Background: an optimization exercise with open tools, aiming at small area. Do not read the settings as production practice.
Where RTL was checked, it was by simulation tests only, not by an equivalence proof against the original.
Only the layout flow was run in runs 1, 2 and 6; the RTL was not checked for function there.
No driver is modelled on the clock port, so clocking that relies on it looks cheaper here than on a real chip.

==> flow/design.v (outline; a module is shown in full before it is edited, if it fits) <==
// module fa: 9 lines
// module ha: 8 lines
// module booth_encoder: 17 lines
// module pp_generator: 29 lines
// module reduction_tree: 1204 lines
// module half_select: 22 lines
// module final_adder: 36 lines
// module booth_mul: 107 lines
module booth_mul (
  input  logic                     Clk,
  input  logic                     Reset,
  input  logic                     start,
  input  logic [1:0]               op,
  input  logic [mul_pkg::XLEN-1:0] a,
  input  logic [mul_pkg::XLEN-1:0] b,
  input  logic [mul_pkg::RD_W-1:0] rd,
  output logic                     done,
  output logic [mul_pkg::RD_W-1:0] rd_out,
  output logic [mul_pkg::XLEN-1:0] result
);
  // ...
==> flow/flow/run.sh <==
#!/bin/bash
# Own layout flow: the standard flow (standard.sh) with four changes.
#  1. After the standard synthesis, polfix.py removes inverters between full
#     adders by reading some adders as working on complemented values (a full
#     adder is self-dual); the logic function and the registers are unchanged.
#  2. Ports are buffered with buf_1 instead of the default buffer cell.
#  3. Clock tree synthesis uses clusters of up to 25 registers within 100 um
#     and no dummy loads.
#  4. After clock tree synthesis, skew.tcl delays the clock of the stage-1
#     registers (x1, y1, gg1, gp1: between the multiplier tree and the final
#     adder) by a chain of two clock buffers per leaf net (at most
#     12 registers per chain). Both their input and output
#     paths are register-to-register paths inside the design.
# Each tool's output goes to a log file of its own in this folder.
set -euo pipefail
W=$(pwd)
F=$W/flow
R=$W/orfs/results/${FLOW_PLATFORM}/booth_mul/base
LIB=$FLOW_HOME/platforms/$FLOW_PLATFORM/lib/sky130_fd_sc_hd__tt_025C_1v80.lib
export BUFFER_PORTS_ARGS="-buffer_cell sky130_fd_sc_hd__buf_1"
export CTS_ARGS="-sink_clustering_enable -repair_clock_nets -sink_clustering_size 25 -sink_clustering_max_diameter 100 -dont_use_dummy_load"

bash standard.sh synth > $W/log_1_synth.log 2>&1
cp $R/1_2_yosys.v $W/standard_synth.v
python3 $F/polfix.py $W/standard_synth.v $R/1_2_yosys.v > $W/log_2_polfix.log 2>&1
rm -f $R/1_synth.odb $R/1_synth.sdc
bash standard.sh cts > $W/log_3_floorplan_place_cts.log 2>&1
cp $R/4_cts.odb $W/cts_before_skew.odb
SKEW_MAX=12 SKEW_DB=$W/cts_before_skew.odb SKEW_LIB=$LIB SKEW_BUF="sky130_fd_sc_hd__clkbuf_2 sky130_fd_sc_hd__clkbuf_8" \
  SKEW_REGEXP='^(x1|y1|gg1|gp1)[^A-Za-z0-9_]' SKEW_OUT=$R/4_cts.odb \
  openroad -no_init -exit $F/skew.tcl > $W/log_4_skew.log 2>&1
bash standard.sh finish > $W/log_5_route_finish.log 2>&1
==> flow/flow/polfix.py <==
#!/usr/bin/env python3
"""Inverter clean-up of a flat sky130hd netlist written by Yosys.

A full adder is self-dual: FA(~a, ~b, ~c) = ~FA(a, b, c) on both outputs.
Each fa cell may therefore be read as working on complemented values,
which moves inverters from its inputs to its outputs or back. This picks,
per fa cell, the reading that needs the fewest inverters, and rewrites the
netlist with one shared inverter per signal that still needs its
complement. xor2/xnor2 drivers whose every load wants the complement are
swapped for the other cell instead. The logic function is unchanged.

usage: polfix.py IN.v OUT.v
"""
import re
import sys
import random

INV_RE = re.compile(r"^sky130_fd_sc_hd__(inv|clkinv)_\d+$")
FA_RE = re.compile(r"^sky130_fd_sc_hd__fa_\d+$")
OUT_PINS = {"X", "Y", "Q", "Q_N", "SUM", "COUT", "HI", "LO"}
SWAP = {  # cell -> (complement cell, output pin map)
    "sky130_fd_sc_hd__xor2_1": ("sky130_fd_sc_hd__xnor2_1", {"X": "Y"}),
    "sky130_fd_sc_hd__xnor2_1": ("sky130_fd_sc_hd__xor2_1", {"Y": "X"}),
}
INV_COST = 3.7536

src = open(sys.argv[1]).read()
m = re.search(r"^module\s+(\w+)", src, re.M)
head_end = src.index(";", m.end()) + 1
body = src[head_end:src.rindex("endmodule")]

cell_re = re.compile(r"^\s*(sky130_fd_sc_hd__\w+)\s+(\S+)\s*\((.*?)\);\s*$", re.M | re.S)
pin_re = re.compile(r"\.(\w+)\(\s*([^()]*?)\s*\)")
cells = []
for mm in cell_re.finditer(body):
    typ, name, pins = mm.group(1), mm.group(2), mm.group(3)
    cells.append([typ, name, [(p, n) for p, n in pin_re.findall(pins)]])
rest = cell_re.sub("", body)

drv = {}
for ci, (typ, name, pins) in enumerate(cells):
    for p, n in pins:
        if p in OUT_PINS:
            drv[n] = (ci, p)

def is_inv(ci):
    return INV_RE.match(cells[ci][0]) is not None

def root(net):
    """(root net, parity) through inverter chains."""
    k = 0
    while net in drv and is_inv(drv[net][0]):
        ci = drv[net][0]
        net = dict(cells[ci][2])["A"]
        k ^= 1
    return net, k

fa_idx = {ci: i for i, ci in enumerate(ci for ci in range(len(cells)) if FA_RE.match(cells[ci][0]))}

# loads: every input pin of every non-inverter cell, and nets used outside cells
loads = {}  # root -> list of (cell index or -1, pin, parity)
for ci, (typ, name, pins) in enumerate(cells):
    if is_inv(ci):
        continue
    for p, n in pins:
        if p in OUT_PINS or n == "":
            continue
        r, k = root(n)
        loads.setdefault(r, []).append((ci, p, k))
# nets referenced in assigns / other text (ports etc.)
other_refs = set(re.findall(r"[\\\w\.\[\]$]+", "\n".join(l for l in rest.splitlines() if l.strip().startswith("assign"))))
inv_outs = {n for n, (ci, p) in drv.items() if is_inv(ci)}
ext = {}
for n in inv_outs:
    if n in other_refs or re.sub(r"\[.*", "", n) in other_refs:
        r, k = root(n)
        ext.setdefault(r, []).append(k)

roots = set(loads) | set(ext)
def rdrv(r):
    return drv.get(r, (None, None))

# per fa: roots it touches
touch = {i: set() for i in fa_idx.values()}
for r in roots:
    d, _ = rdrv(r)
    if d is not None and d in fa_idx:
        touch[fa_idx[d]].add(r)
    for ci, p, k in loads.get(r, []):
        if ci in fa_idx:
            touch[fa_idx[ci]].add(r)

f = [0] * len(fa_idx)

def need(r):
    """set of needed physical polarities (0 = as is, 1 = complement)."""
    d, _ = rdrv(r)
    fd = f[fa_idx[d]] if d is not None and d in fa_idx else 0
    s = set()
    for ci, p, k in loads.get(r, []):
        fc = f[fa_idx[ci]] if ci in fa_idx else 0
        s.add(fd ^ k ^ fc)
    for k in ext.get(r, []):
        s.add(fd ^ k)
    return s

def cost(r):
    s = need(r)
    if 1 not in s:
        return 0.0
    d, _ = rdrv(r)
    if s == {1} and d is not None and cells[d][0] in SWAP and r not in other_refs:
        return 0.0
    return INV_COST

before = sum(cost(r) for r in roots)
import math
random.seed(1)
n = len(f)
cur = before
best = cur
bestf = f[:]
T0, T1, sweeps = 4.0, 0.05, 400
for sw in range(sweeps):
    T = T0 * (T1 / T0) ** (sw / (sweeps - 1))
    for _ in range(n):
        i = random.randrange(n)
        c0 = sum(cost(r) for r in touch[i])
        f[i] ^= 1
        c1 = sum(cost(r) for r in touch[i])
        dlt = c1 - c0
        if dlt <= 0 or random.random() < math.exp(-dlt / T):
            cur += dlt
            if cur < best - 1e-9:
                best = cur
                bestf = f[:]
        else:
            f[i] ^= 1
f[:] = bestf
# final greedy polish
for it in range(10):
    changed = 0
    for i in range(n):
        c0 = sum(cost(r) for r in touch[i])
        f[i] ^= 1
        c1 = sum(cost(r) for r in touch[i])
        if c1 < c0 - 1e-9:
            changed += 1
        else:
            f[i] ^= 1
    if not changed:
        break
after = sum(cost(r) for r in roots)
print(f"fa cells {len(f)}, flipped {sum(f)}, inverter area {before:.1f} -> {after:.1f}", file=sys.stderr)

# rewrite
out_cells = []
newinv = {}
ninv = 0
def comp(r):
    global ninv
    if r not in newinv:
        newinv[r] = f"_polinv{ninv}_"
        ninv += 1
    return newinv[r]

swapped = set()
for r in roots:
    s = need(r)
    d, _ = rdrv(r)
    if s == {1} and d is not None and cells[d][0] in SWAP and r not in other_refs:
        swapped.add(r)

keep_inv_out = {}
for ci, (typ, name, pins) in enumerate(cells):
    if is_inv(ci):
        continue
    newpins = []
    for p, n in pins:
        if p in OUT_PINS:
            if n in swapped:
                p = SWAP[typ][1][p]
            newpins.append((p, n))
            continue
        if n == "":
            newpins.append((p, n))
            continue
        r, k = root(n)
        d, _ = rdrv(r)
        fd = f[fa_idx[d]] if d is not None and d in fa_idx else 0
        fc = f[fa_idx[ci]] if ci in fa_idx else 0
        pol = fd ^ k ^ fc
        if r in swapped:
            pol ^= 1
        newpins.append((p, comp(r) if pol else r))
    if any(n in swapped for p, n in pins if p in OUT_PINS):
        typ = SWAP[typ][0]
    out_cells.append((typ, name, newpins))

# nets used outside cells that an inverter drove: keep them driven
extra = []
for n in inv_outs:
    if n in other_refs or re.sub(r"\[.*", "", n) in other_refs:
        r, k = root(n)
        d, _ = rdrv(r)
        fd = f[fa_idx[d]] if d is not None and d in fa_idx else 0
        pol = fd ^ k
        if r in swapped:
            pol ^= 1
        if pol:
            extra.append(("sky130_fd_sc_hd__inv_1", f"_polext_{len(extra)}_", [("A", r), ("Y", n)]))
        else:
            extra.append(("sky130_fd_sc_hd__buf_1", f"_polext_{len(extra)}_", [("A", r), ("X", n)]))
for r, nm in newinv.items():
    extra.append(("sky130_fd_sc_hd__inv_1", nm.replace("_polinv", "_polinvc"), [("A", r), ("Y", nm)]))

lines = [src[:head_end]]
lines.append(rest.rstrip() + "\n")
for w in newinv.values():
    lines.append(f"  wire {w};\n")  # plain names
for typ, name, pins in out_cells + extra:
    pl = ",\n".join(f"    .{p}({n}{' ' if n.startswith(chr(92)) else ''})" for p, n in pins)
    lines.append(f"  {typ} {name} (\n{pl}\n  );\n")
lines.append("endmodule\n")
open(sys.argv[2], "w").write("".join(lines))
print(f"inverters: {sum(1 for c in range(len(cells)) if is_inv(c))} -> {sum(1 for e in extra if 'inv' in e[0])}, swapped {len(swapped)}", file=sys.stderr)
==> flow/flow/skew.tcl <==
# Delays the clock of the registers whose names match SKEW_REGEXP by a chain of buffers per
# clock-tree leaf net, after clock tree synthesis.
set db_file $::env(SKEW_DB)
read_db $db_file
read_liberty $::env(SKEW_LIB)
set block [ord::get_db_block]
# SKEW_BUF lists the buffers of the chain, first to last
set masters {}
foreach b $::env(SKEW_BUF) { lappend masters [[ord::get_db] findMaster $b] }
array set groups {}
foreach inst [$block getInsts] {
  set name [$inst getName]
  foreach pat [list $::env(SKEW_REGEXP)] {
    if {[regexp $pat $name]} {
      set it [$inst findITerm CLK]
      if {$it eq "NULL" || $it eq ""} { continue }
      set net [$it getNet]
      lappend groups([$net getName]) $it
      break
    }
  }
}
# split a leaf's registers into chunks of at most SKEW_MAX, ordered by x
proc inst_x {it} { set b [[$it getInst] getBBox]; return [$b xMin] }
set chunks {}
foreach netname [lsort [array names groups]] {
  set its [lsort -command {apply {{p q} { expr {[inst_x $p] - [inst_x $q]} }}} $groups($netname)]
  set n [llength $its]
  set k [expr {($n + $::env(SKEW_MAX) - 1) / $::env(SKEW_MAX)}]
  set per [expr {($n + $k - 1) / $k}]
  for {set s 0} {$s < $n} {incr s $per} {
    lappend chunks [list $netname [lrange $its $s [expr {$s + $per - 1}]]]
  }
}
set i 0
foreach chunk $chunks {
  lassign $chunk netname its
  set net [$block findNet $netname]
  set sx 0; set sy 0
  foreach it $its {
    set b [[$it getInst] getBBox]
    set sx [expr {$sx + ([$b xMin] + [$b xMax]) / 2}]
    set sy [expr {$sy + ([$b yMin] + [$b yMax]) / 2}]
  }
  set n [llength $its]
  set x [expr {$sx / $n}]
  set y [expr {$sy / $n}]
  set k 0
  set in $net
  foreach master $masters {
    set buf [odb::dbInst_create $block $master "skew_buf_${i}_$k"]
    set nn [odb::dbNet_create $block "skew_clk_${i}_$k"]
    $nn setSigType CLOCK
    [$buf findITerm A] connect $in
    [$buf findITerm X] connect $nn
    $buf setLocation $x $y
    $buf setPlacementStatus PLACED
    set in $nn
    incr k
  }
  foreach it $its {
    $it disconnect
    $it connect $nn
  }
  puts "skew: $netname -> $n registers"
  incr i
}
global_connect
detailed_placement
check_placement -verbose
write_db $::env(SKEW_OUT)
==> flow/standard.sh <==
#!/bin/bash
# synth_recipe.tcl (not shown) runs the flow's synth.tcl, then flattens the netlist and writes it again
# the make line also repeats each setting of config.mk as NAME=value (left out here)
make -C /OpenROAD-flow-scripts/flow DESIGN_CONFIG=/design/flow/config.mk WORK_HOME=/design/flow/orfs CLKGATE_MAP_FILE= SYNTH_SCRIPT=/design/flow/synth_recipe.tcl "${@:-finish}"
==> flow/config.mk <==
export PLATFORM = sky130hd
export DESIGN_NAME = booth_mul
export DESIGN_NICKNAME = booth_mul
export VERILOG_FILES = /design/flow/design.v
export SDC_FILE = /design/flow/constraint.sdc
export NUM_CORES = 4
export LEC_CHECK = 0
export ABC_AREA = 1
export CAP_MARGIN = 20
export CORE_MARGIN = 2
export CORE_UTILIZATION = 40
export SLEW_MARGIN = 20
==> flow/constraint.sdc <==
create_clock -name core_clock -period 4.5 [get_ports {Clk}]
set_input_delay 0.9000 -clock core_clock [delete_from_list [all_inputs] [get_ports {Clk}]]
set_output_delay 0.9000 -clock core_clock [all_outputs]
set_load 0.01 [all_outputs]
==> results_dict.tcl, run 1 <==
set metrics [dict create \
    status "complete, no violations" \
    rrSetupSlack_ns 0.19 \
    max_freq_ghz 0.232 \
    worst-path-stages 11 \
    first_iter_violations 2451 \
    inv_count 228 \
    final_util_pct 45.0 \
    startpoint_type "register" \
    die_area_um2 78500 \
    gp_congestion 0.965 \
    crit_arrival_ns 4.94 \
    clock-root-buffer "clkbuf_16" \
    multi_input_area_share_pct 63.4 \
    timing.final.crit_share_pct 95.8 \
    n_sequential_cell 327 \
    tap_cells 978 \
    setup_viol 0 \
    insertion_delay_ns 0.81 \
    syn_nets 3716 \
    worst_path_max_delay_cell "fa_2" \
    cts_tree "yes" \
    syn_inst 3081 \
    use_met1_pct 33.8 \
    via_per_inst 5.69 \
    cts_max_level 1 \
    cp-end-kind "register" \
    grt_pass1_wl_mm 151 \
    dr_wl_met3_mm 9.94 \
    skew_ns 0.317 \
    ioPinCount 112 \
    cts_buffers 22 \
    cts_sinks 327 \
    routed.top_layer "met5" \
    use_met2_pct 39.8 \
]
==> inputs of run 2 (changes only) <==
--- a/flow/flow/run.sh
+++ b/flow/flow/run.sh
@@ -20,2 +20,3 @@
 export BUFFER_PORTS_ARGS="-buffer_cell sky130_fd_sc_hd__buf_1"
+export GPL_KEEP_OVERFLOW=0
 export CTS_ARGS="-sink_clustering_enable -repair_clock_nets -sink_clustering_size 25 -sink_clustering_max_diameter 100 -dont_use_dummy_load"
==> results_dict.tcl, run 2 <==
set metrics [dict create \
    gr-total-overflow 0 \
    dp_hpwl_mm 73.7 \
    startpoint_type "register" \
    worst_path_max_delay_cell "dfxtp_2" \
    hold_viol_final 0 \
    cts_tree "yes" \
    drv_cap 0 \
    setup.worst_path.start "one0_n[9]$_DFF_P_" \
    portBuffers 111 \
    die_w_um 280 \
    insertion_delay_ns 0.83 \
    gp_congestion 0.911 \
    instances_no_fill 4033 \
    dp.cells 3900 \
    layout-drive-gt1-share_pct 12.7 \
    grt_antenna_before_repair 3 \
    crit_type "register to register" \
    skew_ns 0.290 \
    fp-row-count 101 \
    layout_commonest_cell "o22ai_1" \
    multi_input_area_um2 21600 \
    start_util_pct 40.3 \
    layout_common_cells "o22ai_1, fa_1, xor2_1" \
    dieHeight_um 280 \
    required_ns 5.17 \
    clock-root-buffer "clkbuf_16" \
    regArea_um2 6990 \
    crit_path_max_fanout 19 \
    fin_nets 3691 \
    syn_area_um2 30500 \
    drt_first_pass_iters 5 \
    wl_mm 103 \
    drc 0 \
    final_util_pct 45.3 \
    clk_pin_slew_ns 0.08 \
    cts_max_level 1 \
    layout_min_cycle_time_ns 4.39 \
    avgSynthCellArea_um2 9.91 \
    path_common_cell "fa_1" \
    timing.final.crit_share_pct 97.6 \
    cts_buffer_depth 3 \
    first_global_vias 24200 \
    core_um2 75700 \
    die_area_um2 78500 \
    crit_arrival_ns 5.06 \
    cts_sinks 327 \
    syn_nets 3716 \
    max_slew_margin_pct 37.5 \
    track_usage_pct 26.4 \
    crit_family "adder cells" \
    via_per_inst 5.87 \
    worstMarginPinSlew_ns 0.937 \
    synth_warnings 2 \
    setup_viol 0 \
    grt_pass1_wl_mm 155 \
    first_iter_violations 2678 \
    path_cells "buf_16, o22ai_1, xnor2_1, fa_1, fa_1, fa_1, fa_1, fa_1, nor2_1, inv_1, o21ai_0, nor3_1, a211oi_1, o31ai_1" \
    syn_inst 3081 \
    via_count 23700 \
    nFillCells 7106 \
    cp-end-kind "register" \
    status "complete, no violations" \
    final_max_slew_viol_count 0 \
    cp_num_buf_inv 2 \
    ioPinCount 112 \
    r2r-start "one0_n[9]$_DFF_P_" \
    wl_per_cell_um 25.5 \
    area.growth.synth_to_final_pct 12.2 \
    grt_max_degree 59 \
    max_freq_ghz 0.228 \
    max_stage_delay_ns 0.70 \
    postCtsHoldBufs 0 \
    hp-class "input port to async pin" \
    cts_buffers 24 \
    drtAntennaViolNets 0 \
]
run 2: worst reg2reg max path: stages, from the launching register on:
cell,delay [ns]
dfxtp_2,0.70
buf_16,0.24
o22ai_1,0.11
xnor2_1,0.21
fa_1,0.52
fa_1,0.53
fa_1,0.45
fa_1,0.57
fa_1,0.47
nor2_1,0.15
inv_1,0.05
o21ai_0,0.10
nor3_1,0.07
a211oi_1,0.22
o31ai_1,0.11
run 2: repair_timing:
action,4_1_cts,5_1_grt
resized for setup,63,2
pin swaps,6,0
cloned,2,0
setup endpoints to repair,50,1
buffers inserted,73,7
run 2: final timing paths:
kind,end,slack (ns),depth (start not counted)
min,result[14]$_DFFE_PP0P_,0.27,2
min in group core_clock,r3[30]$_DFF_P_,0.28,0
min reg2reg,r3[30]$_DFF_P_,0.28,0
max reg2reg,gg1[6]$_DFF_P_,0.11,14
max,gg1[6]$_DFF_P_,0.11,14
max in group asynchronous,v[4]$_DFF_PP0_,3.74,3
run 2: metal layers:
layer / global-route usage [%] / vias up / routed length [um]
li1: - / 10200 / -
met1: 34.2 / 11500 / 39500
met2: 40.8 / 1584 / 45100
met3: 7.38 / 397 / 12200
met4: 12.2 / 2 / 6020
met5: 0 / - / 13
run 2: cell type report:
| cell class | count | area share, % |
|---|---|---|
| Antenna cell | 1 | 0.00731 |
| Multi-Input combinational cell | 2194 | 63.1 |
| Buffer | 26 | 0.712 |
| Sequential cell | 327 | 20.4 |
| Tap cell | 978 | 3.57 |
| Timing Repair Buffer | 255 | 7.90 |
| Inverter | 228 | 2.60 |
| Clock buffer | 24 | 1.75 |
run 2: per-stage QoR:
step,hold slack (ns),instance area [um^2],worst slack (ns),setup TNS [ns]
after floorplan,0.310,30600,-0.0193,-0.0193
after global placement,0.311,30800,-1.96,-110.54
after detailed placement,0.312,32400,-0.877,-21.61
after CTS,0.238,33900,-0.0232,-0.0232
after global routing,0.276,34300,-0.00263,-0.00263
final,0.272,34300,0.109,0
==> module booth_mul, before the edit <==
module booth_mul (
  input  logic                     Clk,
  input  logic                     Reset,
  input  logic                     start,
  input  logic [1:0]               op,
  input  logic [mul_pkg::XLEN-1:0] a,
  input  logic [mul_pkg::XLEN-1:0] b,
  input  logic [mul_pkg::RD_W-1:0] rd,
  output logic                     done,
  output logic [mul_pkg::RD_W-1:0] rd_out,
  output logic [mul_pkg::XLEN-1:0] result
);
  localparam int XLEN   = mul_pkg::XLEN;
  localparam int RD_W   = mul_pkg::RD_W;
  localparam int DIGITS = mul_pkg::DIGITS;
  logic [4:0] v;
  always_ff @(posedge Clk or posedge Reset) begin
    if (Reset) begin
      v <= '0;
    end else begin
      v <= {v[3:0], start};
    end
  end
  logic [DIGITS-1:0] one_in;
  logic [DIGITS-1:0] two_in;
  logic [DIGITS-1:0] neg_in;
  booth_encoder u_enc (.b (b), .one (one_in), .two (two_in), .neg (neg_in));
  logic              hi0;    
  logic              sa0_n;  
  logic              u0;     
  logic [RD_W-1:0]   rd0;
  logic [XLEN-1:0]   a0_n;
  logic [DIGITS-1:0] one0_n;
  logic [DIGITS-1:0] two0_n;
  logic [DIGITS-1:0] neg0_n;
  always_ff @(posedge Clk) begin
    hi0    <= op[0];
    sa0_n  <= ~(~op[1] & a[XLEN-1]);
    u0     <= op[1] & b[XLEN-1];
    rd0    <= rd;
    a0_n   <= ~a;
    one0_n <= ~one_in;
    two0_n <= ~two_in;
    neg0_n <= ~neg_in;
  end
  logic [DIGITS*mul_pkg::PP_W-1:0] pp;
  logic [XLEN-1:0]                 corr;
  logic [mul_pkg::PROD_W-1:0]      cs_sum;
  logic [mul_pkg::PROD_W-1:0]      cs_carry;
  logic [XLEN-1:0]                 x0;
  logic [XLEN-1:0]                 y0;
  logic [7:0]                      gg0;
  logic [7:0]                      gp0;
  pp_generator u_pp (
    .a (~a0_n), .sa (~sa0_n), .u (u0),
    .one (~one0_n), .two (~two0_n), .neg (~neg0_n),
    .pp (pp), .corr (corr)
  );
  reduction_tree u_tree (
    .pp (pp), .neg (~neg0_n), .corr (corr), .sum (cs_sum), .carry (cs_carry)
  );
  half_select u_sel (
    .hi (hi0), .sum (cs_sum), .carry (cs_carry), .x (x0), .y (y0),
    .grp_g (gg0), .grp_p (gp0)
  );
  logic            hi1;
  logic [RD_W-1:0] rd1;
  logic [XLEN-1:0] x1;
  logic [XLEN-1:0] y1;
  logic [7:0]      gg1;
  logic [7:0]      gp1;
  always_ff @(posedge Clk) begin
    hi1 <= hi0;
    rd1 <= rd0;
    x1  <= x0;
    y1  <= y0;
    gg1 <= gg0;
    gp1 <= gp0;
  end
  logic [XLEN-1:0] r1;
  final_adder u_add (
    .hi (hi1), .x (x1), .y (y1), .grp_g (gg1), .grp_p (gp1), .result (r1)
  );
  logic [RD_W-1:0] rd2, rd3, rd4;
  logic [XLEN-1:0] r2, r3, r4;
  always_ff @(posedge Clk) begin
    rd2 <= rd1;
    r2  <= r1;
    rd3 <= rd2;
    r3  <= r2;
    rd4 <= rd3;
    r4  <= r3;
  end
  always_ff @(posedge Clk or posedge Reset) begin
    if (Reset) begin
      done   <= 1'b0;
      rd_out <= '0;
      result <= '0;
    end else begin
      done <= v[4];
      if (v[4]) begin
        rd_out <= rd4;
        result <= r4;
      end
    end
  end
endmodule
==> inputs of run 3 (changes only) <==
--- a/flow/design.v
+++ b/flow/design.v
@@ -1372,3 +1372,3 @@
   logic [DIGITS-1:0] two0_n;
-  logic [DIGITS-1:0] neg0_n;
+  logic [DIGITS-1:0] neg0;
   always_ff @(posedge Clk) begin
@@ -1381,3 +1381,3 @@
     two0_n <= ~two_in;
-    neg0_n <= ~neg_in;
+    neg0   <= neg_in;
   end
@@ -1393,3 +1393,3 @@
     .a (~a0_n), .sa (~sa0_n), .u (u0),
-    .one (~one0_n), .two (~two0_n), .neg (~neg0_n),
+    .one (~one0_n), .two (~two0_n), .neg (neg0),
     .pp (pp), .corr (corr)
@@ -1397,3 +1397,3 @@
   reduction_tree u_tree (
-    .pp (pp), .neg (~neg0_n), .corr (corr), .sum (cs_sum), .carry (cs_carry)
+    .pp (pp), .neg (neg0), .corr (corr), .sum (cs_sum), .carry (cs_carry)
   );
--- a/flow/flow/run.sh
+++ b/flow/flow/run.sh
@@ -1,3 +1,3 @@
 #!/bin/bash
-# Own layout flow: the standard flow (standard.sh) with four changes.
+# Own layout flow: the standard flow (standard.sh) with five changes.
 #  1. After the standard synthesis, polfix.py removes inverters between full
@@ -6,5 +6,7 @@
 #  2. Ports are buffered with buf_1 instead of the default buffer cell.
-#  3. Clock tree synthesis uses clusters of up to 25 registers within 100 um
+#  3. Global placement keeps no buffers from its timing-driven repair
+#     (GPL_KEEP_OVERFLOW=0); the later repair steps still run.
+#  4. Clock tree synthesis uses clusters of up to 25 registers within 100 um
 #     and no dummy loads.
-#  4. After clock tree synthesis, skew.tcl delays the clock of the stage-1
+#  5. After clock tree synthesis, skew.tcl delays the clock of the stage-1
 #     registers (x1, y1, gg1, gp1: between the multiplier tree and the final
==> results_dict.tcl, run 3 <==
set metrics [dict create \
    layout-drive-gt1-share_pct 11.5 \
    syn_area_um2 30500 \
    antenna-diode-count 0 \
    ioPinCount 112 \
    clk_pin_slew_ns 0.09 \
    status "complete, no violations" \
    grt_max_degree 55 \
    fp-row-count 101 \
    avgSynthCellArea_um2 9.92 \
    cts_max_level 1 \
    timing.final.crit_share_pct 97.0 \
    via_per_inst 5.87 \
    max_slew_margin_pct 39.7 \
    dp_hpwl_mm 75.3 \
    die_area_um2 78400 \
    synth_warnings 2 \
    crit_type "register to register" \
    insertion_delay_ns 0.83 \
    area.growth.synth_to_final_pct 10.7 \
    cts_tree "yes" \
    layout_min_cycle_time_ns 4.37 \
    core_um2 75700 \
    syn_nets 3707 \
    dp.cells 3890 \
    grt_pass1_wl_mm 156 \
    rsz0062_at_grt "no" \
    crit_path_max_fanout 22 \
    cts_sinks 327 \
    max_freq_ghz 0.229 \
    drc 0 \
    startpoint_type "register" \
    drv_cap 0 \
    wl_mm 103 \
    clock-root-buffer "clkbuf_16" \
    cp-end-kind "register" \
    final_max_slew_viol_count 0 \
    wl_per_cell_um 25.9 \
    gr-total-overflow 0 \
    skew_ns 0.311 \
    start_util_pct 40.2 \
    crit_arrival_ns 5.04 \
    dieHeight_um 280 \
    cts_buffer_depth 3 \
    die_w_um 280 \
    track_usage_pct 26.5 \
    layout_commonest_cell "o22ai_1" \
    final_util_pct 44.5 \
    place_area_um2 32300 \
    final_area_um2 33700 \
    first_global_vias 24100 \
    setup_viol 0 \
    postCtsHoldBufs 0 \
    drtAntennaViolNets 0 \
    nFillCells 7171 \
    portBuffers 111 \
    instances_no_fill 3988 \
    hold_viol_final 0 \
    grt_antenna_before_repair 1 \
    hold_ws_ns 0.225 \
    via_count 23400 \
    hp-class "input port to async pin" \
    worstMarginPinSlew_ns 0.905 \
    cts_buffers 22 \
    required_ns 5.17 \
    drt_first_pass_iters 6 \
    syn_inst 3072 \
    first_iter_violations 2566 \
    gp_congestion 0.940 \
    fin_nets 3647 \
    layout_common_cells "o22ai_1, fa_1, xor2_1" \
]
## run 3: stage by stage
stage | setup slack (ns) | setup TNS [ns]
after detailed placement | -1.33 | -48.90
after floorplan | -0.0305 | -0.0305
final | 0.135 | 0
after global routing | 0.00226 | 0
after global placement | -1.62 | -90.60
after CTS | -0.0404 | -0.0404
## run 3: timing repair
item	in CTS	in global routing
cloned	2	0
pin swaps	5	2
setup endpoints to repair	74	10
resized for setup	83	2
setup buffers	50	0
## run 3: cell type report
cell class	count	area [um^2]	area share (%)
Multi-Input combinational cell	2181	21500	63.8
Sequential cell	327	6980	20.7
Timing Repair Buffer	221	2290	6.79
Tap cell	978	1220	3.63
Inverter	233	902	2.68
Clock buffer	22	551	1.63
Buffer	24	225	0.668
Timing Repair inverter	2	15.0	0.0445
## run 3: critical path: stages (launching register included)
cell and delay (ns):
dfxtp_2 0.62, buf_16 0.23, o22ai_1 0.10, xor2_1 0.16, ha_1 0.31, inv_1 0.09, fa_1 0.44, fa_1 0.52
fa_2 0.42, fa_1 0.52, fa_1 0.55, inv_1 0.07, o22ai_1 0.17, inv_1 0.07, a31oi_1 0.13, o31ai_1 0.08
## run 3: metal layers
metal | share of wire (%) | vias to the layer above | routed length [um] | global-route usage, %
li1 | - | 10000 | - | -
met1 | 38 | 11600 | 39800 | 33.7
met2 | 43 | 1450 | 44700 | 40.3
met3 | 12 | 353 | 12400 | 8.42
met4 | 6.3 | 2 | 6520 | 14.2
met5 | 0.013 | - | 13 | 0
## run 3: final timing paths
kind | start | to | slack [ns] | cells after the start
worst min register to register | r3[0]$_DFF_P_ | r4[0]$_DFF_P_ | 0.28 | 0
max in group asynchronous | Reset | result[4]$_DFFE_PP0P_ | 3.78 | 3
worst max register to register | two0_n[9]$_DFF_P_ | gg1[7]$_DFF_P_ | 0.13 | 15
worst min-delay path | Reset | result[24]$_DFFE_PP0P_ | 0.23 | 2
min in group core_clock | r3[0]$_DFF_P_ | r4[0]$_DFF_P_ | 0.28 | 0
worst max-delay path | two0_n[9]$_DFF_P_ | gg1[7]$_DFF_P_ | 0.13 | 15
==> inputs of run 4 (changes only) <==
--- a/flow/config.mk
+++ b/flow/config.mk
@@ -8,5 +8,5 @@
 export ABC_AREA = 1
-export CAP_MARGIN = 20
+export CAP_MARGIN = 0
 export CORE_MARGIN = 2
 export CORE_UTILIZATION = 40
-export SLEW_MARGIN = 20
+export SLEW_MARGIN = 0
==> results_dict.tcl, run 4 <==
set metrics [dict create \
    crit_path_max_fanout 24 \
    dp_hpwl_mm 69.3 \
    final_max_slew_viol_count 0 \
    via_count 23700 \
    layout_common_cells "o22ai_1, fa_1, xor2_1" \
    syn_nets 3707 \
    cts_sinks 327 \
    area.growth.synth_to_final_pct 9.83 \
    cts_buffers 23 \
    grt_max_degree 89 \
    via_per_inst 5.91 \
    synth_warnings 2 \
    cp_num_buf_inv 1 \
    cp-end-kind "register" \
    clk_pin_slew_ns 0.09 \
    worst_slack_ns 0.103 \
    insertion_delay_ns 0.83 \
    track_usage_pct 26.8 \
    dieHeight_um 280 \
    crit_family "adder cells" \
    rsz0062_at_grt "no" \
    gr-total-overflow 0 \
    worstMarginPinSlew_ns 1.25 \
    hold_viol_final 0 \
    layout-drive-gt1-share_pct 12.4 \
    max_freq_ghz 0.227 \
    hp-class "input port to async pin" \
    wl_per_cell_um 26.5 \
    avgSynthCellArea_um2 9.92 \
    max_slew_margin_pct 16.6 \
    gp_congestion 0.940 \
    setup_viol 0 \
    setup.worst_path.start "neg0[6]$_DFF_P_" \
    required_ns 5.17 \
    cts_tree "yes" \
    drc 0 \
    skew_ns 0.299 \
    start_util_pct 40.2 \
    portBuffers 111 \
    layout_commonest_cell "o22ai_1" \
    layout_min_cycle_time_ns 4.40 \
    crit_arrival_ns 5.07 \
    wl_mm 107 \
    fin_nets 3671 \
    crit_type "register to register" \
    r2r-start "neg0[6]$_DFF_P_" \
    first_global_vias 23900 \
    nFillCells 7195 \
    cts_buffer_depth 3 \
    drt_first_pass_iters 5 \
    die_area_um2 78400 \
    worst_path_max_delay_cell "dfxtp_4" \
    grt_antenna_before_repair 1 \
    path_cells "inv_4, xor2_1, fa_1, fa_1, fa_1, fa_1, fa_1, fa_1, mux2i_2" \
    ioPinCount 112 \
    fp-row-count 101 \
    timing.final.crit_share_pct 97.7 \
    status "complete, no violations" \
    syn_area_um2 30500 \
    syn_inst 3072 \
    grt_pass1_wl_mm 157 \
    clock-root-buffer "clkbuf_16" \
    path_common_cell "fa_1" \
    pre_cts_ws_ns -1.64 \
    first_iter_violations 2655 \
    max_stage_delay_ns 0.58 \
    drtAntennaViolNets 0 \
    die_w_um 280 \
    drv_cap 0 \
    cts_max_level 1 \
    core_um2 75700 \
    startpoint_type "register" \
]
[run 4: cell type report]
type                    count  area [um^2]  share of cell area (%)
repair buffers            241         1850                    5.53
plain buffers              24          225                   0.673
inverters                 233          926                    2.77
multi-input cells        2181        21600                    64.5
clock buffers              23          576                    1.72
well taps                 978         1220                    3.66
repair inverters            5         37.5                   0.112
diodes                      1         2.50                 0.00748
flip-flops and latches    327         7040                    21.1
[run 4: repair_timing]
| item | in CTS | in global routing |
|---|---|---|
| gates cloned | 5 | 0 |
| setup buffers | 83 | 36 |
| hold buffers | 0 | 0 |
| pin swaps | 2 | 12 |
| setup endpoints to repair | 75 | 13 |
| gates resized for setup | 129 | 15 |
[run 4: final timing paths]
path / to / slack, ns / depth (start not counted)
setup / recovery: x1[1]$_DFF_P_ / 0.10 / 9
hold / removal: result[24]$_DFFE_PP0P_ / 0.20 / 2
setup reg to reg: x1[1]$_DFF_P_ / 0.10 / 9
hold reg to reg: r4[1]$_DFF_P_ / 0.27 / 0
max in group asynchronous: result[4]$_DFFE_PP0P_ / 3.81 / 3
min in group core_clock: r4[1]$_DFF_P_ / 0.27 / 0
[run 4: per-layer routing]
| metal | track usage (%) | routed length (um) | up-vias |
|---|---|---|---|
| met4 | 14.3 | 7250 | 2 |
| li1 | - | - | 10100 |
| met2 | 40.7 | 45800 | 1505 |
| met3 | 7.57 | 12700 | 391 |
| met5 | 0 | 13 | - |
| met1 | 34.6 | 40800 | 11700 |
[run 4: stage by stage]
| step | utilization, % | cell area (um^2) | hold slack [ns] | TNS [ns] | instances |
|---|---|---|---|---|---|
| 2_1_floorplan | - | 30500 | 0.310 | -0.0305 | 3072 |
| 3_3_place_gp | 40.7 | 30800 | 0.311 | -90.60 | 3830 |
| 3_5_place_dp | 41.0 | 31100 | 0.312 | -71.70 | 3841 |
| 4_1_cts | 43.3 | 32800 | 0.173 | -0.0509 | 3952 |
| 5_1_grt | 44.2 | 33500 | 0.205 | 0 | 4012 |
| 6_report | 44.2 | 33500 | 0.203 | 0 | 4013 |
[run 4: worst reg2reg max path, delay by kind of cell, from the launching register on]
family,cells,cell delay (ns)
DFF,1,0.58
adders and majority gates,6,2.98
xor gates and xnor gates,1,0.28
buffers and inverters,1,0.31
muxes,1,0.35
==> inputs of run 5 (changes only) <==
--- a/flow/config.mk
+++ b/flow/config.mk
@@ -10,3 +10,3 @@
 export CORE_MARGIN = 2
-export CORE_UTILIZATION = 40
+export CORE_UTILIZATION = 50
 export SLEW_MARGIN = 0
==> results_dict.tcl, run 5 <==
set metrics [dict create \
    cts_tree "yes" \
    final_max_slew_viol_count 0 \
    status "complete, no violations" \
    synth_warnings 2 \
    syn_area_um2 30500 \
    grt_antenna_before_repair 5 \
    rsz0062_at_grt "no" \
    track_usage_pct 36.2 \
    fp-row-count 90 \
    avgSynthCellArea_um2 9.92 \
    setup_viol 0 \
    via_count 24800 \
    drc 0 \
    syn_inst 3072 \
    max_stage_delay_ns 0.73 \
    gr-total-overflow 0 \
    drv_cap 0 \
    fin_nets 3734 \
    hold_viol_final 0 \
    syn_nets 3707 \
    max_freq_ghz 0.227 \
    insertion_delay_ns 0.85 \
    layout_common_cells "o22ai_1, fa_1, xor2_1" \
    skew_ns 0.314 \
    dp_hpwl_mm 72.8 \
    final_area_um2 34000 \
    clock-root-buffer "clkbuf_16" \
    ff2ff_path_depth 9 \
    layout-drive-gt1-share_pct 14.4 \
    portBuffers 111 \
    setup_tns_ns 0 \
    core_um2 60200 \
    cts_buffers 25 \
    final_util_pct 56.5 \
    hold_ws_ns 0.271 \
    startpoint_type "register" \
    layout_commonest_cell "o22ai_1" \
    first_iter_violations 2949 \
    layout_min_cycle_time_ns 4.40 \
    pre_cts_ws_ns -1.67 \
    hp-class "input port to async pin" \
    postCtsHoldBufs 0 \
    timing.final.crit_share_pct 97.8 \
    grt_max_degree 55 \
    path_cells "inv_4, xor2_1, fa_1, fa_1, fa_1, fa_1, fa_2, fa_1, o21ai_0" \
    place_area_um2 30900 \
    ioPinCount 112 \
    start_util_pct 50.6 \
    crit_path_max_fanout 24 \
    path_common_cell "fa_1" \
    crit_type "register to register" \
    drtAntennaViolNets 0 \
    worst_slack_ns 0.0988 \
    dieHeight_um 251 \
    area.growth.synth_to_final_pct 11.7 \
    drt_first_pass_iters 6 \
    max_slew_margin_pct 12.3 \
    gp_congestion 0.952 \
    wl_mm 115 \
    grt_pass1_wl_mm 167 \
    worstMarginPinSlew_ns 1.32 \
    first_global_vias 25500 \
    crit_arrival_ns 5.12 \
    cts_buffer_depth 3 \
    cts_max_level 1 \
    cp-end-kind "register" \
    via_per_inst 6.38 \
    clk_pin_slew_ns 0.09 \
    worst_path_max_delay_cell "fa_2" \
    die_area_um2 62900 \
    required_ns 5.22 \
    cts_sinks 327 \
    die_w_um 251 \
    wl_per_cell_um 29.6 \
]
-- run 5: layout make-up --
class	instances	area (um^2)
sequential	327	7050
inverter	233	937
clock buffer	25	626
buffer	32	300
timing repair buffer	293	2490
multi-input combinational	2181	21600
timing repair inverter	6	46.3
fill	5189	26200
tap	782	978
antenna	2	5.00
-- run 5: metrics by stage --
step / std cells
floorplan: 3072
global placement: 3634
detailed placement: 3648
CTS: 3817
global route: 3879
finish: 3881
-- run 5: repair_timing --
item                       CTS  global route
cloned                       6             1
pin swaps                    6             9
setup endpoints to repair   76             6
resized for setup          146            11
buffers inserted           138            29
-- run 5: worst paths after layout --
path / startpoint / endpoint / slack [ns]
max in group asynchronous: Reset / result[1]$_DFFE_PP0P_ / 3.74
setup / recovery: neg0[9]$_DFF_P_ / y1[2]$_DFF_P_ / 0.1
hold / removal: Reset / result[16]$_DFFE_PP0P_ / 0.27
hold reg to reg: r3[7]$_DFF_P_ / r4[7]$_DFF_P_ / 0.30
setup reg to reg: neg0[9]$_DFF_P_ / y1[2]$_DFF_P_ / 0.1
min in group core_clock: r3[7]$_DFF_P_ / r4[7]$_DFF_P_ / 0.30
-- run 5: worst max-delay path: cells and delay by family (launching register included) --
kind	cells	cell delay [ns]
fa+ha+maj	6	3.22
flops	1	0.57
buf+inv	1	0.30
xor+xnor	1	0.26
compound gates	1	0.15
-- run 5: per-layer routing --
| layer | track usage [%] | wire, um |
|---|---|---|
| met1 | 45.6 | 42600 |
| met2 | 54.8 | 49200 |
| met3 | 11.7 | 14500 |
| met4 | 21.1 | 8580 |
| met5 | 0 | 59 |
==> module half_select, before the edit <==
module half_select (
  input  logic                       hi,
  input  logic [mul_pkg::PROD_W-1:0] sum,
  input  logic [mul_pkg::PROD_W-1:0] carry,
  output logic [mul_pkg::XLEN-1:0]   x,
  output logic [mul_pkg::XLEN-1:0]   y,
  output logic [7:0]                 grp_g,
  output logic [7:0]                 grp_p
);
  logic [mul_pkg::XLEN-1:0] g;
  logic [mul_pkg::XLEN-1:0] p;
  assign x = hi ? sum[mul_pkg::PROD_W-1:mul_pkg::XLEN]   : sum[mul_pkg::XLEN-1:0];
  assign y = hi ? carry[mul_pkg::PROD_W-1:mul_pkg::XLEN] : carry[mul_pkg::XLEN-1:0];
  assign g = sum[mul_pkg::XLEN-1:0] & carry[mul_pkg::XLEN-1:0];
  assign p = sum[mul_pkg::XLEN-1:0] | carry[mul_pkg::XLEN-1:0];
  for (genvar k = 0; k < 8; k++) begin : g_grp
    assign grp_g[k] = g[4*k+3] | (p[4*k+3] & g[4*k+2]) |
                      (p[4*k+3] & p[4*k+2] & g[4*k+1]) |
                      (p[4*k+3] & p[4*k+2] & p[4*k+1] & g[4*k]);
    assign grp_p[k] = &p[4*k +: 4];
  end
endmodule
==> module final_adder, before the edit <==
module final_adder (
  input  logic                     hi,
  input  logic [mul_pkg::XLEN-1:0] x,
  input  logic [mul_pkg::XLEN-1:0] y,
  input  logic [7:0]               grp_g,
  input  logic [7:0]               grp_p,
  output logic [mul_pkg::XLEN-1:0] result
);
  logic c32;
  always_comb begin
    c32 = 1'b0;
    for (int k = 0; k < 8; k++) begin
      c32 = grp_g[k] | (grp_p[k] & c32);
    end
  end
  logic [mul_pkg::XLEN-1:0] p;
  logic [mul_pkg::XLEN-1:0] gg;
  logic [mul_pkg::XLEN-1:0] pp;
  logic                     cin;
  assign cin = hi & c32;
  assign p   = x ^ y;
  always_comb begin
    gg = x & y;
    gg[0] = gg[0] | (p[0] & cin);
    pp = p;
    for (int l = 0; l < 5; l++) begin
      for (int i = mul_pkg::XLEN - 1; i >= 0; i--) begin
        if (((i >> l) & 1) == 1) begin
          gg[i] = gg[i] | (pp[i] & gg[((i >> l) << l) - 1]);
          pp[i] = pp[i] & pp[((i >> l) << l) - 1];
        end
      end
    end
  end
  assign result = p ^ {gg[mul_pkg::XLEN-2:0], cin};
endmodule
==> inputs of run 6 (changes only) <==
--- a/flow/design.v
+++ b/flow/design.v
@@ -1286,4 +1286,3 @@
   output logic [mul_pkg::XLEN-1:0]   y,
-  output logic [7:0]                 grp_g,
-  output logic [7:0]                 grp_p
+  output logic                       cin
 );
@@ -1291,2 +1290,8 @@
   logic [mul_pkg::XLEN-1:0] p;
+  logic [7:0]               grp_g;
+  logic [7:0]               grp_p;
+  logic [3:0]               g2;
+  logic [3:0]               p2;
+  logic [1:0]               g4;
+  logic [1:0]               p4;
   assign x = hi ? sum[mul_pkg::PROD_W-1:mul_pkg::XLEN]   : sum[mul_pkg::XLEN-1:0];
@@ -1301,18 +1306,18 @@
   end
+  for (genvar k = 0; k < 4; k++) begin : g_grp8
+    assign g2[k] = grp_g[2*k+1] | (grp_p[2*k+1] & grp_g[2*k]);
+    assign p2[k] = grp_p[2*k+1] & grp_p[2*k];
+  end
+  for (genvar k = 0; k < 2; k++) begin : g_grp16
+    assign g4[k] = g2[2*k+1] | (p2[2*k+1] & g2[2*k]);
+    assign p4[k] = p2[2*k+1] & p2[2*k];
+  end
+  assign cin = hi & (g4[1] | (p4[1] & g4[0]));
 endmodule
 module final_adder (
-  input  logic                     hi,
   input  logic [mul_pkg::XLEN-1:0] x,
   input  logic [mul_pkg::XLEN-1:0] y,
-  input  logic [7:0]               grp_g,
-  input  logic [7:0]               grp_p,
+  input  logic                     cin,
   output logic [mul_pkg::XLEN-1:0] result
 );
-  logic c32;
-  always_comb begin
-    c32 = 1'b0;
-    for (int k = 0; k < 8; k++) begin
-      c32 = grp_g[k] | (grp_p[k] & c32);
-    end
-  end
   logic [mul_pkg::XLEN-1:0] p;
@@ -1320,4 +1325,2 @@
   logic [mul_pkg::XLEN-1:0] pp;
-  logic                     cin;
-  assign cin = hi & c32;
   assign p   = x ^ y;
@@ -1389,4 +1392,3 @@
   logic [XLEN-1:0]                 y0;
-  logic [7:0]                      gg0;
-  logic [7:0]                      gp0;
+  logic                            c0;
   pp_generator u_pp (
@@ -1401,5 +1403,4 @@
     .hi (hi0), .sum (cs_sum), .carry (cs_carry), .x (x0), .y (y0),
-    .grp_g (gg0), .grp_p (gp0)
+    .cin (c0)
   );
-  logic            hi1;
   logic [RD_W-1:0] rd1;
@@ -1407,6 +1408,4 @@
   logic [XLEN-1:0] y1;
-  logic [7:0]      gg1;
-  logic [7:0]      gp1;
+  logic            c1;
   always_ff @(posedge Clk) begin
-    hi1 <= hi0;
     rd1 <= rd0;
@@ -1414,4 +1413,3 @@
     y1  <= y0;
-    gg1 <= gg0;
-    gp1 <= gp0;
+    c1  <= c0;
   end
@@ -1419,3 +1417,3 @@
   final_adder u_add (
-    .hi (hi1), .x (x1), .y (y1), .grp_g (gg1), .grp_p (gp1), .result (r1)
+    .x (x1), .y (y1), .cin (c1), .result (r1)
   );
--- a/flow/flow/run.sh
+++ b/flow/flow/run.sh
@@ -11,4 +11,4 @@
 #  5. After clock tree synthesis, skew.tcl delays the clock of the stage-1
-#     registers (x1, y1, gg1, gp1: between the multiplier tree and the final
-#     adder) by a chain of two clock buffers per leaf net (at most
+#     registers (x1, y1, c1: between the multiplier tree and the final
+#     adder) by a chain of three clock buffers per leaf net (at most
 #     12 registers per chain). Both their input and output
@@ -31,4 +31,4 @@
 cp $R/4_cts.odb $W/cts_before_skew.odb
-SKEW_MAX=12 SKEW_DB=$W/cts_before_skew.odb SKEW_LIB=$LIB SKEW_BUF="sky130_fd_sc_hd__clkbuf_2 sky130_fd_sc_hd__clkbuf_8" \
-  SKEW_REGEXP='^(x1|y1|gg1|gp1)[^A-Za-z0-9_]' SKEW_OUT=$R/4_cts.odb \
+SKEW_MAX=12 SKEW_DB=$W/cts_before_skew.odb SKEW_LIB=$LIB SKEW_BUF="sky130_fd_sc_hd__clkbuf_2 sky130_fd_sc_hd__clkbuf_2 sky130_fd_sc_hd__clkbuf_8" \
+  SKEW_REGEXP='^(x1|y1|c1)[^A-Za-z0-9_]' SKEW_OUT=$R/4_cts.odb \
   openroad -no_init -exit $F/skew.tcl > $W/log_4_skew.log 2>&1
--- a/flow/config.mk
+++ b/flow/config.mk
@@ -8,5 +8,5 @@
 export ABC_AREA = 1
-export CAP_MARGIN = 0
+export CAP_MARGIN = 20
 export CORE_MARGIN = 2
-export CORE_UTILIZATION = 50
-export SLEW_MARGIN = 0
+export CORE_UTILIZATION = 40
+export SLEW_MARGIN = 20
==> results_dict.tcl, run 6 <==
set metrics [dict create \
    status "complete, no violations" \
    use_met3_pct 8.86 \
    layout_min_cycle_time_ns 4.37 \
    via_per_inst 5.93 \
    start_util_pct 40.5 \
    setup_viol 0 \
    insertion_delay_ns 0.90 \
    cts_buffer_depth 3 \
    wl_mm 108 \
    cts_max_level 1 \
    first_global_vias 24800 \
    synth_warnings 2 \
    final_max_slew_viol_count 0 \
    drt_first_pass_iters 5 \
    dieHeight_um 279 \
    syn_area_um2 30200 \
    dp_hpwl_mm 76.5 \
    timing.final.crit_share_pct 97.0 \
    r2r-start "one0_n[1]$_DFF_P_" \
    gp_congestion 0.927 \
    skew_ns 0.380 \
    hp-class "input port to async pin" \
    ioPinCount 112 \
    grt_pass1_wl_mm 161 \
    first_iter_violations 2780 \
    die_w_um 279 \
    layout-drive-gt1-share_pct 14.6 \
    area.growth.synth_to_final_pct 13.9 \
    use_met1_pct 35.4 \
    clk_pin_slew_ns 0.10 \
    hold_ws_ns 0.211 \
    layout_common_cells "o22ai_1, fa_1, xor2_1" \
    hold_viol_final 0 \
    gr-total-overflow 0 \
    drv_cap 0 \
    crit_type "register to register" \
    cp-end-kind "register" \
    nFillCells 6972 \
    die_area_um2 77800 \
    wl_per_cell_um 26.4 \
    crit_path_max_fanout 7 \
    max_slew_margin_pct 38.2 \
    busiest_layer "met2" \
    cts_buffers 22 \
    core_um2 74600 \
    crit_arrival_ns 5.13 \
    portBuffers 111 \
    layout_commonest_cell "o22ai_1" \
    avgSynthCellArea_um2 9.75 \
    required_ns 5.26 \
    track_usage_pct 27.6 \
    cts_sinks 312 \
    grt_antenna_before_repair 3 \
    setup.worst_path.start "one0_n[1]$_DFF_P_" \
    drtAntennaViolNets 0 \
    drc 0 \
    syn_nets 3734 \
    clock-root-buffer "clkbuf_16" \
    max_freq_ghz 0.229 \
    use_met2_pct 41.9 \
    syn_inst 3099 \
    postCtsHoldBufs 0 \
    grt_max_degree 56 \
    worstMarginPinSlew_ns 0.927 \
    via_count 24200 \
    fin_nets 3751 \
    startpoint_type "register" \
    cts_tree "yes" \
    fp-row-count 100 \
]
run 6: area by class of cell:
| type | instances | area [um^2] | share of cell area, % |
|---|---|---|---|
| Multi-Input combinational cell | 2231 | 21800 | 63.4 |
| Sequential cell | 312 | 6710 | 19.5 |
| Tap cell | 969 | 1210 | 3.52 |
| Timing Repair inverter | 4 | 30.0 | 0.0872 |
| Clock buffer | 22 | 551 | 1.60 |
| Timing Repair Buffer | 287 | 2950 | 8.57 |
| Inverter | 225 | 900 | 2.61 |
| Buffer | 33 | 262 | 0.760 |
| Antenna cell | 2 | 5.00 | 0.0145 |
run 6: repair_timing:
item | 4_1_cts | 5_1_grt
setup buffers | 97 | 12
endpoints found under the setup margin | 65 | 1
cloned | 6 | 0
pin swaps | 32 | 13
gates resized for setup | 109 | 18
run 6: per-layer routing:
metal | share of wire (%) | wire [um] | vias to the layer above
li1 | - | - | 10300
met1 | 39 | 42100 | 12000
met2 | 43 | 46900 | 1572
met3 | 12 | 12600 | 350
met4 | 5.9 | 6350 | 6
met5 | 0.037 | 40 | -
run 6: stage by stage:
step                utilization, %  setup TNS (ns)  setup slack (ns)  cells  cell area, um^2
finish                        46.2               0             0.133   4085            34400
global route                  46.2         -0.0260           -0.0260   4083            34400
CTS                           45.6          -0.154            -0.154   4038            34000
detailed placement            43.2          -63.43             -1.66   3913            32200
global placement              41.1          -69.85             -1.64   3848            30600
floorplan                        -               0         0.0000546   3099            30600
run 6: worst paths after layout:
kind                                     endpoint  slack, ns  depth (start not counted)
setup / recovery                       c1$_DFF_P_       0.13                         18
hold / removal             result[21]$_DFFE_PP0P_       0.21                          2
setup reg to reg                       c1$_DFF_P_       0.13                         18
hold reg to reg                    r4[14]$_DFF_P_       0.30                          0
max in group asynchronous  result[12]$_DFFE_PP0P_       3.79                          3
min in group core_clock            r4[14]$_DFF_P_       0.30                          0
run 6: critical path, stage by stage (launching register included):
cell and delay (ns):
dfxtp_4 0.41, buf_4 0.15, buf_4 0.14, o22ai_1 0.15, xnor2_1 0.11, fa_1 0.41, fa_2 0.56, fa_1 0.46
fa_2 0.41, fa_1 0.57, fa_1 0.48, nand2_1 0.10, o211ai_1 0.10, nor2_1 0.11, nand2_1 0.05, nand2_1 0.05
nand2_1 0.05, a21oi_1 0.13, a21oi_1 0.08

[static timing again, ports no longer ideal]
In the flow no input, the clock included, has a driving cell. The finished layouts below were timed again as built, in two steps. Step 1 (the two cells are an assumption about what drives the block):
set clk [get_ports {Clk}]
set_driving_cell -lib_cell sky130_fd_sc_hd__clkbuf_16 $clk
set_driving_cell -lib_cell sky130_fd_sc_hd__buf_2 [delete_from_list [all_inputs] $clk]
Step 2, shift: input delay + t, output delay - t, t = (earliest + latest rising clock arrival at the registers) / 2. This alone moves slack from input paths to output paths. Slacks: ideal ports / drivers / drivers and shift; pairs: ideal ports / drivers.
| run | shift t [ns] | setup slack, ns | latest minus earliest clock arrival (ns) | slew at the worst register clock pin (ns) |
|---|---|---|---|---|
| run 1 | 0.717 | 0.190 / 0.190 / 0.190 | 0.317 / 0.317 | 0.10 / 0.10 |
| run 2 | 0.749 | 0.109 / 0.109 / 0.109 | 0.290 / 0.290 | 0.10 / 0.10 |
| run 3 | 0.736 | 0.135 / 0.135 / 0.135 | 0.312 / 0.311 | 0.09 / 0.09 |
| run 4 | 0.746 | 0.103 / 0.103 / 0.103 | 0.298 / 0.299 | 0.09 / 0.09 |
| run 5 | 0.751 | 0.099 / 0.099 / 0.099 | 0.314 / 0.314 | 0.09 / 0.09 |
| run 6 | 0.771 | 0.133 / 0.133 / 0.133 | 0.380 / 0.380 | 0.10 / 0.10 |
In run 1, run 3, run 5 and run 6 the clock reaches the registers at very different times; t lies between them, and the last value is a rough guide only.
